This is an optimization exercise on Yosys and OpenROAD, whose aim is small area, a short achievable clock period and few clock cycles, not a production implementation. Where RTL was checked, it was by simulation tests only, not by an equivalence proof against the original. No activity file was given, so power comes from the tool's default toggle rates.

## bgp_message_parser_unit
module bgp_message_parser_unit (
   input  logic        clock,
   input  logic        reset,
   input  logic        req_tvalid,
   output logic        req_tready,
   input  logic [7:0]  req_tdata,    
   input  logic        req_tuser,    
   output logic        rsp_tvalid,
   input  logic        rsp_tready,
   output logic [55:0] rsp_tdata,    
   output logic [4:0]  rsp_tuser,    
   output logic        rsp_tlast,    
   input  logic        csr_valid,
   output logic        csr_ready,
   input  logic [1:0]  csr_index,
   input  logic [12:0] csr_data
);
For scale: roughly 1700 cells after synthesis, roughly 94 I/O pins, about 0.015 mm² of cells after synthesis.
==> flow/config.mk <==
export PLATFORM = sky130hd
export DESIGN_NAME = bgp_message_parser_unit
export DESIGN_NICKNAME = bgp_message_parser_unit
export VERILOG_FILES = /design/flow/design.v
export SDC_FILE = /design/flow/constraint.sdc
export NUM_CORES = 4
export LEC_CHECK = 0
export CAP_MARGIN = 20
export CORE_MARGIN = 2
export CORE_UTILIZATION = 50
export PLACE_DENSITY = 0.85
export SETUP_SLACK_MARGIN = 5.0
export SLEW_MARGIN = 20
export TNS_END_PERCENT = 5
==> flow/constraint.sdc <==
create_clock -name core_clock -period 8.5 [get_ports {clock}]
set_input_delay 1.7000 -clock core_clock [delete_from_list [all_inputs] [get_ports {clock}]]
set_output_delay 1.7000 -clock core_clock [all_outputs]
set_load 0.01 [all_outputs]
run.sh (not shown) runs the stock make flow with config.mk's settings and CLKGATE_MAP_FILE= SYNTH_SCRIPT=/design/flow/synth_recipe.tcl, a recipe that flattens the netlist after the stock synthesis.
Testbench counts at the start, summed over its fixed seeds: cycles 123,666.
==> next run, changes <==
- CTS_BUF_LIST: default -> sky130_fd_sc_hd__clkbuf_4 sky130_fd_sc_hd__clkbuf_8
- PLACE_DENSITY: 0.85 -> 0.75
Die area does not change.
Clock skew came out higher by 23 ps.
Count of clock-buffer cells in the layout came out higher by 29.
Global-route usage came out lower by 0.65 points.
Flip-flop and latch count is unchanged.
Total power came out lower by 6.3%.
Design area came out lower by 0.80%.
Maximum frequency came out higher by 1.1%.
First-iteration DRC count came out lower by 18%.
==> next run, changes <==
- CORE_UTILIZATION: 50 -> 40
- CTS_BUF_LIST: sky130_fd_sc_hd__clkbuf_4 sky130_fd_sc_hd__clkbuf_8 -> default
Effect: Clock power increases by about 20%; wire length drops by about 2.3%; core utilization shrinks by 13 points; total power came out higher by 5.2%; via count drops by about 2.5%; die area rose by 24%; final area barely changes; worst setup slack loses 37 ps; non-clock buffer count shrinks by 17; maximum frequency goes down by about 1%.
==> next run, changes <==
- CORE_UTILIZATION: 40 -> 50
Result: The changed run completed with no timing, DRC or antenna violations; clock-buffer cell count went down by 8; power went down by 0.77%; worst setup slack is better by 71 ps; synthesized cell count stays the same; core utilization went up by 13 points; sequential power is about the same; wire length rose by 0.47%; die area fell by 20%.

== lane 1 ==
bgp_message_parser_unit, a different RTL version from the one above (not shown whole).
Size in the first run: roughly 1900 cells after synthesis.
clock: 8.5 ns
lec_check: 0
abc_clock_period_in_ps: 4000
cap_margin: 20
core_margin: 2
core_utilization: 40
setup_slack_margin: 4.0
slew_margin: 20
Lane 1 did not stop at any stage, and its layout met the timing, design-rule and antenna checks.
> inputs changed (lane 1 -> lane 2)
Settings: clearing SETUP_SLACK_MARGIN, which used to be 4.0; clearing ABC_CLOCK_PERIOD_IN_PS, which used to be 4000.
--- outcome ---
Lane 2 ended with every stage complete and zero timing, DRC or antenna violations. Lane 1 → lane 2: global-route usage lost 3.3 points; post-route setup TNS now sits at about the same level; count of inverters not on the clock network in the layout now sits at about the same level; post-cts resize count went down 200; met1 track demand over resource in global routing moved down. Lane 1 has a higher weighted congestion at the end of routability-driven global placement than lane 2. The setup slack of lane 2 is smaller than that of lane 1.
No functional check of the RTL was part of any run of this note.

Setup of the reference run:
bgp_message_parser_unit, a different RTL version from the one above (not shown whole).
## bgp_message_parser_unit
module bgp_message_parser_unit (
   input  logic        clock,
   input  logic        reset,
   input  logic        req_tvalid,
   output logic        req_tready,
   input  logic [7:0]  req_tdata,    
   input  logic        req_tuser,    
   output logic        rsp_tvalid,
   input  logic        rsp_tready,
   output logic [55:0] rsp_tdata,    
   output logic [4:0]  rsp_tuser,    
   output logic        rsp_tlast,    
   input  logic        csr_valid,
   output logic        csr_ready,
   input  logic [1:0]  csr_index,
   input  logic [12:0] csr_data
);
clock: 8.5 ns
lec_check: 0
cap_margin: 20
core_margin: 2
core_utilization: 40
setup_slack_margin: 4.0
slew_margin: 20
In summary, the reference run completed successfully, with a layout that passed the timing, design-rule and antenna checks.
--- input diff the reference run..the trial run ---
# the reference run
export LEC_CHECK = 0
export CAP_MARGIN = 20
export CORE_MARGIN = 2
export CORE_UTILIZATION = 40
export SETUP_SLACK_MARGIN = 4.0
export SLEW_MARGIN = 20
create_clock -name core_clock -period 8.5 [get_ports {clock}]
# the trial run
export LEC_CHECK = 0
export CAP_MARGIN = 20
export CORE_MARGIN = 2
export CORE_UTILIZATION = 40
export SETUP_SLACK_MARGIN = 5.0
export SLEW_MARGIN = 20
create_clock -name core_clock -period 8.5 [get_ports {clock}]
Side by side, worst setup slack after placement turned out higher in the trial run than in the reference run.
Between the reference run and the trial run, the difference in number of diodes is negligible.
Diff the reference run and the trial run: switching power higher in the trial run
The reference run and the trial run ended up with nearly the same flip-flop and latch power.
Relative to the reference run, the overall global routing resource usage of the trial run is higher by 1.2 points.
The number of multi-input logic gates was comparable across the reference run and the trial run.
Against the reference run, the trial run reports a met3 global-route usage that is higher.
Status: minimum hold slack parity (the trial run, the reference run)
Wire length in the trial run is about 6% higher than in the reference run
The trial run vs. the reference run: clock network power share went down by 1.5 points.
Net total in the final layout, the reference run and the trial run, lower one = the reference run.
No run of this note included a check of the RTL's function; only the layout flow was run.

-- separate check: timing with driven ports --
Ports are ideal in the flow. The routed layouts listed here were re-timed in OpenROAD.
Step 1 sets driving cells, clkbuf_16 on the clock port and buf_2 on the other inputs (assumed; they add their load-dependent delay and slew).
Step 2 also shifts input and output timing later by t, the mid clock arrival at the registers, as if the neighbouring blocks saw the same clock.
Three values: no drivers, after step 1, after step 2; two values: the first two.
run	t, ns	setup WS [ns]	slew at the worst register clock pin (ns)
the first run of note 1	0.595	4.785 / 4.785 / 4.452	0.07 / 0.07
the second run of note 1	0.590	4.827 / 4.827 / 4.337	0.07 / 0.07
the third run of note 1	0.624	4.789 / 4.789 / 4.326	0.07 / 0.07
the fourth run of note 1	0.585	4.860 / 4.860 / 4.352	0.08 / 0.08
lane 1	0.661	3.227 / 3.227 / 3.227	0.07 / 0.07
lane 2	0.649	1.509 / 1.509 / 1.509	0.07 / 0.07
the reference run	0.641	3.889 / 3.889 / 3.803	0.06 / 0.06
the trial run	0.625	3.937 / 3.937 / 3.937	0.07 / 0.07
After both steps every run listed still meets setup and hold. For the fourth run of note 1, which loses most, drivers alone change the setup slack by 0.000 ns; drivers and shift together by -0.508 ns.
